This is an optimization exercise on Yosys and OpenROAD, whose aim is small area, not a production implementation.
Only simulation tests tie the RTL to the original design; equivalence was not proved.

==> inputs of try-garnet <==
==> flow/design.v (excerpt) <==
module autocorrelation_top (
    input  logic               iClock,
    input  logic               rst_n,
    input  logic               sample_valid,
    input  acf_pkg::sample_t   sample,
    output logic               coef_valid,
    output acf_pkg::acf_coef_t coef,
    output logic               block_done,
    output logic               overrun
);
    logic [5:0]  count;
    logic        hnew;
    logic        hlast;
    logic        aclr;
    logic [15:0] x0, x1, x2, x3, x4;
    logic [15:0] xg;
    logic [36:0] accn0, accn1, accn2, accn3, accn4;
    logic [36:0] basen0, basen1, basen2, basen3, basen4;
    logic [36:0] nxtn0, nxtn1, nxtn2, nxtn3, nxtn4;
    logic        snap;
    always_ff @(posedge iClock or negedge rst_n) begin
        if (!rst_n) begin
            count <= '0;
            hnew  <= 1'b0;
            hlast <= 1'b0;
            aclr  <= 1'b1;
        end else begin
            hnew  <= sample_valid;
            hlast <= sample_valid && (count == 6'd63);
            if (sample_valid) begin
                count <= count + 1'b1;
            end
            if (hnew) begin
  ...
export LEC_CHECK = 0
export CAP_MARGIN = 20
export CORE_MARGIN = 2
export CORE_UTILIZATION = 40
export CTS_CLUSTER_DIAMETER = 90
export CTS_CLUSTER_SIZE = 24
export SLEW_MARGIN = 20
export SYNTH_HIERARCHICAL = 1
export SYNTH_MINIMUM_KEEP_SIZE = 0
create_clock -name core_clock -period 7.5 [get_ports {iClock}]
run.sh (not shown) runs the stock make flow with config.mk's settings and CLKGATE_MAP_FILE= SYNTH_SCRIPT=/design/flow/synth_recipe.tcl, a recipe that flattens the netlist after the stock synthesis.
==> try-ember: changes against try-garnet <==
--- a/flow/design.v
+++ b/flow/design.v
@@ -1575,12 +1575,13 @@
     logic [5:0]  cnt;
     logic [6:0]  ptr;
     logic [5:0]  p0;
     logic        z0;
     logic        zk;
     logic [7:0]  ebase;
+    logic [22:0] sb;
     logic [23:0] rem;
     logic [22:0] q;
     logic        f;
     logic [36:0] cur;
     logic        neg;
     logic [36:0] mag;
@@ -1612,13 +1613,13 @@
                 lod = 6'(i);
             end
         end
     end
     assign bit_in = (cnt < 6'd24) && !ptr[6] && mag[ptr[5:0]];
     assign rem2   = {rem, br};
-    acf_sub sub (.a(rem2), .b(hn0[35:13]), .accn_next(diffn));
+    acf_sub sub (.a(rem2), .b(sb), .accn_next(diffn));
     assign diff   = ~diffn;
     assign ge     = !diff[25];
     always_ff @(posedge iClock or negedge rst_n) begin
         if (!rst_n) begin
             busy       <= 1'b0;
             ld         <= 1'b0;
@@ -1646,13 +1647,13 @@
                     busy <= 1'b0;
                 end else begin
                     lag <= lag + 1'b1;
                     ld  <= 1'b1;
                 end
             end else if (lag == 3'd0) begin
-                if (hn0[36] || z0) begin
+                if (cnt == 6'd24) begin
                     lag <= 3'd1;
                     ld  <= 1'b1;
                 end
             end else if (cnt == 6'd48 || (cnt == 6'd47 && f)) begin
                 em         <= 1'b1;
                 coef_valid <= 1'b1;
@@ -1660,16 +1661,12 @@
             end
         end
     end
     always_ff @(posedge iClock) begin
         if (!busy && snap) begin
             hn0 <= nxtn0;
-        end else if (busy && !ld && !em && lag == 3'd0 && !hn0[36] && !z0) begin
-            hn0 <= (((hn0 ^ MASK) << 1) ^ MASK);
-        end
-        if (!busy && snap) begin
             hn1 <= nxtn1;
             hn2 <= nxtn2;
             hn3 <= nxtn3;
             hn4 <= nxtn4;
         end
         rem <= ld ? '0 : (ge ? diff[23:0] : rem2[23:0]);
@@ -1684,12 +1681,15 @@
                 p0 <= lod;
                 z0 <= zero;
             end
         end else begin
             ptr <= ptr - 1'b1;
             cnt <= cnt + 1'b1;
+            if (lag == 3'd0) begin
+                sb <= {sb[21:0], br};
+            end
             if (cnt == 6'd24) begin
                 f <= ge;
             end
         end
     end
     assign expo = ebase + {7'd0, f};
--- a/flow/config.mk
+++ b/flow/config.mk
@@ -5,11 +5,11 @@
 export SDC_FILE = /design/flow/constraint.sdc
 export NUM_CORES = 4
 export LEC_CHECK = 0
 export CAP_MARGIN = 20
 export CORE_MARGIN = 2
 export CORE_UTILIZATION = 40
-export CTS_CLUSTER_DIAMETER = 90
-export CTS_CLUSTER_SIZE = 24
+export CTS_CLUSTER_DIAMETER = 80
+export CTS_CLUSTER_SIZE = 20
 export SLEW_MARGIN = 20
 export SYNTH_HIERARCHICAL = 1
 export SYNTH_MINIMUM_KEEP_SIZE = 0
==> run summary <==
Outcome:
- The flow ran to the end and the layout has no timing, DRC or antenna violations.

Cells and area:
- The count of non-filler cells in the finished layout is 6936.
- Measured on the finished design, the core utilization comes to 43.80%.

Floorplan:
- The die boundary height is 371.4 um.

Routing:
- Summed over all nets, wire length on met3 after detailed routing comes to 14.22 mm.
That was try-garnet.
==> run summary <==
Cells and area:
- After the flow finishes, the layout carries non-filler instances totaling 6916.
- The final cell utilization of the core is 43.83%.

Routing:
- The met3 routed wirelength is 13.03 mm.

Outcome:
- The flow ran to the end and the layout has no timing, DRC or antenna violations.

Floorplan:
- The floorplan step set the die height to 373.3 um.
That was try-ember.

---

==> inputs of run E <==
Another version of the RTL of autocorrelation_top (not shown whole).
==> flow/config.mk <==
export PLATFORM = sky130hd
export DESIGN_NAME = autocorrelation_top
export DESIGN_NICKNAME = autocorrelation_top
export VERILOG_FILES = /design/flow/design.v
export SDC_FILE = /design/flow/constraint.sdc
export NUM_CORES = 4
export LEC_CHECK = 0
export CAP_MARGIN = 20
export CORE_MARGIN = 2
export CORE_UTILIZATION = 40
export CTS_BUF_LIST = sky130_fd_sc_hd__clkbuf_8
export CTS_CLUSTER_DIAMETER = 70
export CTS_CLUSTER_SIZE = 16
export SLEW_MARGIN = 20
export SYNTH_HIERARCHICAL = 1
export SYNTH_MINIMUM_KEEP_SIZE = 0
==> flow/constraint.sdc <==
create_clock -name core_clock -period 7.5 [get_ports {iClock}]
set_input_delay 1.5000 -clock core_clock [delete_from_list [all_inputs] [get_ports {iClock}]]
set_output_delay 1.5000 -clock core_clock [all_outputs]
set_load 0.01 [all_outputs]
standard.sh (not shown) runs the stock make flow with config.mk's settings and CLKGATE_MAP_FILE= SYNTH_SCRIPT=/design/flow/synth_recipe.tcl, a recipe that flattens the netlist after the stock synthesis.
==> flow/flow/run.sh <==
#!/bin/bash
# The standard layout (standard.sh: standard synthesis, floorplan, placement,
# CTS, routing, finish), with one change: the port buffers that global placement
# inserts are the smallest buffer cell instead of the flow's default choice.
# make's full output goes to flow.log in the work folder; ORFS keeps each
# step's own log under orfs/logs.
set -euo pipefail
export BUFFER_PORTS_ARGS="-buffer_cell sky130_fd_sc_hd__buf_1"
bash standard.sh > flow.log 2>&1
==> run K: changes against run E <==
--- a/flow/design.v
+++ b/flow/design.v
@@ -1529,11 +1529,11 @@
     output logic               overrun
 );
     logic [5:0]  count;
     logic        hnew;
     logic        hlast;
-    logic [4:0]  keep;
+    logic        aclr;
     logic [15:0] x0, x1, x2, x3, x4;
     logic [15:0] xg;
     logic [36:0] accn0, accn1, accn2, accn3, accn4;
     logic [36:0] basen0, basen1, basen2, basen3, basen4;
     logic [36:0] nxtn0, nxtn1, nxtn2, nxtn3, nxtn4;
@@ -1541,40 +1541,39 @@
     always_ff @(posedge iClock or negedge rst_n) begin
         if (!rst_n) begin
             count <= '0;
             hnew  <= 1'b0;
             hlast <= 1'b0;
+            aclr  <= 1'b1;
         end else begin
             hnew  <= sample_valid;
             hlast <= sample_valid && (count == 6'd63);
             if (sample_valid) begin
                 count <= count + 1'b1;
             end
+            if (hnew) begin
+                aclr <= hlast;
+            end
         end
     end
     always_ff @(posedge iClock) begin
         if (sample_valid) begin
             x0 <= sample;
-            x1 <= x0;
-            x2 <= x1;
-            x3 <= x2;
-            x4 <= x3;
-        end
-    end
-    always_ff @(posedge iClock) begin
-        for (int k = 0; k < 5; k++) begin
-            keep[k] <= !(sample_valid && (count == 6'(k)));
+            x1 <= (count == 6'd0) ? '0 : x0;
+            x2 <= (count == 6'd0) ? '0 : x1;
+            x3 <= (count == 6'd0) ? '0 : x2;
+            x4 <= (count == 6'd0) ? '0 : x3;
         end
     end
     assign xg     = hnew ? x0 : '0;
     localparam logic [36:0] MASK  = 37'h00_0000_00FF;
     localparam logic [36:0] MASKL = 37'h00_0000_000F;
-    assign basen0 = ~((accn0 ^ MASK) & {37{keep[0]}});
-    assign basen1 = ~((accn1 ^ MASKL) & {37{keep[1]}});
-    assign basen2 = ~((accn2 ^ MASKL) & {37{keep[2]}});
-    assign basen3 = ~((accn3 ^ MASKL) & {37{keep[3]}});
-    assign basen4 = ~((accn4 ^ MASKL) & {37{keep[4]}});
+    assign basen0 = ~((accn0 ^ MASK) & {37{!aclr}});
+    assign basen1 = ~((accn1 ^ MASKL) & {37{!aclr}});
+    assign basen2 = ~((accn2 ^ MASKL) & {37{!aclr}});
+    assign basen3 = ~((accn3 ^ MASKL) & {37{!aclr}});
+    assign basen4 = ~((accn4 ^ MASKL) & {37{!aclr}});
     assign snap   = hnew && hlast;
     acf_tree_sq  t0 (.x(xg),          .accn(basen0), .accn_next(nxtn0));
     logic [7:0]  b_one, b_two, b_neg;
     logic [16:0] xe;
     assign xe = {xg, 1'b0};
==> flow/run.sh (new file) <==
#!/bin/bash
# synth_recipe.tcl (not shown) runs the flow's synth.tcl, then flattens the netlist and writes it again
# the make line also repeats each setting of config.mk as NAME=value (left out here)
make -C /OpenROAD-flow-scripts/flow DESIGN_CONFIG=/design/flow/config.mk WORK_HOME=/design/flow/orfs CLKGATE_MAP_FILE= SYNTH_SCRIPT=/design/flow/synth_recipe.tcl finish
--- a/flow/config.mk
+++ b/flow/config.mk
@@ -6,11 +6,10 @@
 export NUM_CORES = 4
 export LEC_CHECK = 0
 export CAP_MARGIN = 20
 export CORE_MARGIN = 2
 export CORE_UTILIZATION = 40
-export CTS_BUF_LIST = sky130_fd_sc_hd__clkbuf_8
-export CTS_CLUSTER_DIAMETER = 70
-export CTS_CLUSTER_SIZE = 16
+export CTS_CLUSTER_DIAMETER = 90
+export CTS_CLUSTER_SIZE = 24
 export SLEW_MARGIN = 20
 export SYNTH_HIERARCHICAL = 1
 export SYNTH_MINIMUM_KEEP_SIZE = 0
removed: flow/flow/run.sh
removed: flow/standard.sh
==> run F: changes against run E <==
--- a/flow/design.v
+++ b/flow/design.v
@@ -1529,11 +1529,11 @@
     output logic               overrun
 );
     logic [5:0]  count;
     logic        hnew;
     logic        hlast;
-    logic [4:0]  keep;
+    logic        aclr;
     logic [15:0] x0, x1, x2, x3, x4;
     logic [15:0] xg;
     logic [36:0] accn0, accn1, accn2, accn3, accn4;
     logic [36:0] basen0, basen1, basen2, basen3, basen4;
     logic [36:0] nxtn0, nxtn1, nxtn2, nxtn3, nxtn4;
@@ -1541,40 +1541,39 @@
     always_ff @(posedge iClock or negedge rst_n) begin
         if (!rst_n) begin
             count <= '0;
             hnew  <= 1'b0;
             hlast <= 1'b0;
+            aclr  <= 1'b1;
         end else begin
             hnew  <= sample_valid;
             hlast <= sample_valid && (count == 6'd63);
             if (sample_valid) begin
                 count <= count + 1'b1;
             end
+            if (hnew) begin
+                aclr <= hlast;
+            end
         end
     end
     always_ff @(posedge iClock) begin
         if (sample_valid) begin
             x0 <= sample;
-            x1 <= x0;
-            x2 <= x1;
-            x3 <= x2;
-            x4 <= x3;
-        end
-    end
-    always_ff @(posedge iClock) begin
-        for (int k = 0; k < 5; k++) begin
-            keep[k] <= !(sample_valid && (count == 6'(k)));
+            x1 <= (count == 6'd0) ? '0 : x0;
+            x2 <= (count == 6'd0) ? '0 : x1;
+            x3 <= (count == 6'd0) ? '0 : x2;
+            x4 <= (count == 6'd0) ? '0 : x3;
         end
     end
     assign xg     = hnew ? x0 : '0;
     localparam logic [36:0] MASK  = 37'h00_0000_00FF;
     localparam logic [36:0] MASKL = 37'h00_0000_000F;
-    assign basen0 = ~((accn0 ^ MASK) & {37{keep[0]}});
-    assign basen1 = ~((accn1 ^ MASKL) & {37{keep[1]}});
-    assign basen2 = ~((accn2 ^ MASKL) & {37{keep[2]}});
-    assign basen3 = ~((accn3 ^ MASKL) & {37{keep[3]}});
-    assign basen4 = ~((accn4 ^ MASKL) & {37{keep[4]}});
+    assign basen0 = ~((accn0 ^ MASK) & {37{!aclr}});
+    assign basen1 = ~((accn1 ^ MASKL) & {37{!aclr}});
+    assign basen2 = ~((accn2 ^ MASKL) & {37{!aclr}});
+    assign basen3 = ~((accn3 ^ MASKL) & {37{!aclr}});
+    assign basen4 = ~((accn4 ^ MASKL) & {37{!aclr}});
     assign snap   = hnew && hlast;
     acf_tree_sq  t0 (.x(xg),          .accn(basen0), .accn_next(nxtn0));
     logic [7:0]  b_one, b_two, b_neg;
     logic [16:0] xe;
     assign xe = {xg, 1'b0};
--- a/flow/config.mk
+++ b/flow/config.mk
@@ -6,11 +6,10 @@
 export NUM_CORES = 4
 export LEC_CHECK = 0
 export CAP_MARGIN = 20
 export CORE_MARGIN = 2
 export CORE_UTILIZATION = 40
-export CTS_BUF_LIST = sky130_fd_sc_hd__clkbuf_8
-export CTS_CLUSTER_DIAMETER = 70
-export CTS_CLUSTER_SIZE = 16
+export CTS_CLUSTER_DIAMETER = 100
+export CTS_CLUSTER_SIZE = 28
 export SLEW_MARGIN = 20
 export SYNTH_HIERARCHICAL = 1
 export SYNTH_MINIMUM_KEEP_SIZE = 0
==> run P: changes against run E <==
--- a/flow/design.v
+++ b/flow/design.v
@@ -1529,11 +1529,11 @@
     output logic               overrun
 );
     logic [5:0]  count;
     logic        hnew;
     logic        hlast;
-    logic [4:0]  keep;
+    logic        aclr;
     logic [15:0] x0, x1, x2, x3, x4;
     logic [15:0] xg;
     logic [36:0] accn0, accn1, accn2, accn3, accn4;
     logic [36:0] basen0, basen1, basen2, basen3, basen4;
     logic [36:0] nxtn0, nxtn1, nxtn2, nxtn3, nxtn4;
@@ -1541,40 +1541,39 @@
     always_ff @(posedge iClock or negedge rst_n) begin
         if (!rst_n) begin
             count <= '0;
             hnew  <= 1'b0;
             hlast <= 1'b0;
+            aclr  <= 1'b1;
         end else begin
             hnew  <= sample_valid;
             hlast <= sample_valid && (count == 6'd63);
             if (sample_valid) begin
                 count <= count + 1'b1;
             end
+            if (hnew) begin
+                aclr <= hlast;
+            end
         end
     end
     always_ff @(posedge iClock) begin
         if (sample_valid) begin
             x0 <= sample;
-            x1 <= x0;
-            x2 <= x1;
-            x3 <= x2;
-            x4 <= x3;
-        end
-    end
-    always_ff @(posedge iClock) begin
-        for (int k = 0; k < 5; k++) begin
-            keep[k] <= !(sample_valid && (count == 6'(k)));
+            x1 <= (count == 6'd0) ? '0 : x0;
+            x2 <= (count == 6'd0) ? '0 : x1;
+            x3 <= (count == 6'd0) ? '0 : x2;
+            x4 <= (count == 6'd0) ? '0 : x3;
         end
     end
     assign xg     = hnew ? x0 : '0;
     localparam logic [36:0] MASK  = 37'h00_0000_00FF;
     localparam logic [36:0] MASKL = 37'h00_0000_000F;
-    assign basen0 = ~((accn0 ^ MASK) & {37{keep[0]}});
-    assign basen1 = ~((accn1 ^ MASKL) & {37{keep[1]}});
-    assign basen2 = ~((accn2 ^ MASKL) & {37{keep[2]}});
-    assign basen3 = ~((accn3 ^ MASKL) & {37{keep[3]}});
-    assign basen4 = ~((accn4 ^ MASKL) & {37{keep[4]}});
+    assign basen0 = ~((accn0 ^ MASK) & {37{!aclr}});
+    assign basen1 = ~((accn1 ^ MASKL) & {37{!aclr}});
+    assign basen2 = ~((accn2 ^ MASKL) & {37{!aclr}});
+    assign basen3 = ~((accn3 ^ MASKL) & {37{!aclr}});
+    assign basen4 = ~((accn4 ^ MASKL) & {37{!aclr}});
     assign snap   = hnew && hlast;
     acf_tree_sq  t0 (.x(xg),          .accn(basen0), .accn_next(nxtn0));
     logic [7:0]  b_one, b_two, b_neg;
     logic [16:0] xe;
     assign xe = {xg, 1'b0};
--- a/flow/config.mk
+++ b/flow/config.mk
@@ -6,11 +6,10 @@
 export NUM_CORES = 4
 export LEC_CHECK = 0
 export CAP_MARGIN = 20
 export CORE_MARGIN = 2
 export CORE_UTILIZATION = 40
-export CTS_BUF_LIST = sky130_fd_sc_hd__clkbuf_8
-export CTS_CLUSTER_DIAMETER = 70
-export CTS_CLUSTER_SIZE = 16
+export CTS_CLUSTER_DIAMETER = 90
+export CTS_CLUSTER_SIZE = 24
 export SLEW_MARGIN = 20
 export SYNTH_HIERARCHICAL = 1
 export SYNTH_MINIMUM_KEEP_SIZE = 0
==> notes <==
Core utilization: run K > run E > run P > run F.
Via count: run E > run P > run K > run F.
Global-route usage: run F is lower than run E (0.57 points).
Against run P, the area after synthesis of run E is lower by about 0.9%.
First-iteration DRC count, lowest first: run F, run E, run P, run K.
Cell count is about the same in run P and run F.

## static timing again, ports no longer ideal
No port has a modelled driver above. Below, the same layouts with a new extraction and two added sets of constraints. Step 1 (the two cells are an assumption about what drives the block):
set clk [get_ports {iClock}]
set_driving_cell -lib_cell sky130_fd_sc_hd__clkbuf_16 $clk
set_driving_cell -lib_cell sky130_fd_sc_hd__buf_2 [delete_from_list [all_inputs] $clk]
Step 2 times the ports against the registers' clock, not the clock port: input delays grow and output delays shrink by t, the midpoint of the rising clock arrivals with the driver on. Three values: no drivers, after step 1, after step 2; two values: the first two.
run | shift t [ns] | setup WS [ns] | worst setup path after step 2
try-garnet | 0.712 | 0.235 / 0.162 / 0.335 | register to register
try-ember | 0.728 | 0.260 / 0.185 / 0.493 | register to register
run E | 0.859 | 0.357 / 0.269 / 0.621 | register to register
run K | 0.709 | 0.411 / 0.330 / 0.413 | register to register
run F | 0.708 | 0.411 / 0.363 / 0.411 | register to register
run P | 0.727 | 0.415 / 0.349 / 0.415 | register to register
After both steps every run listed still meets setup and hold.
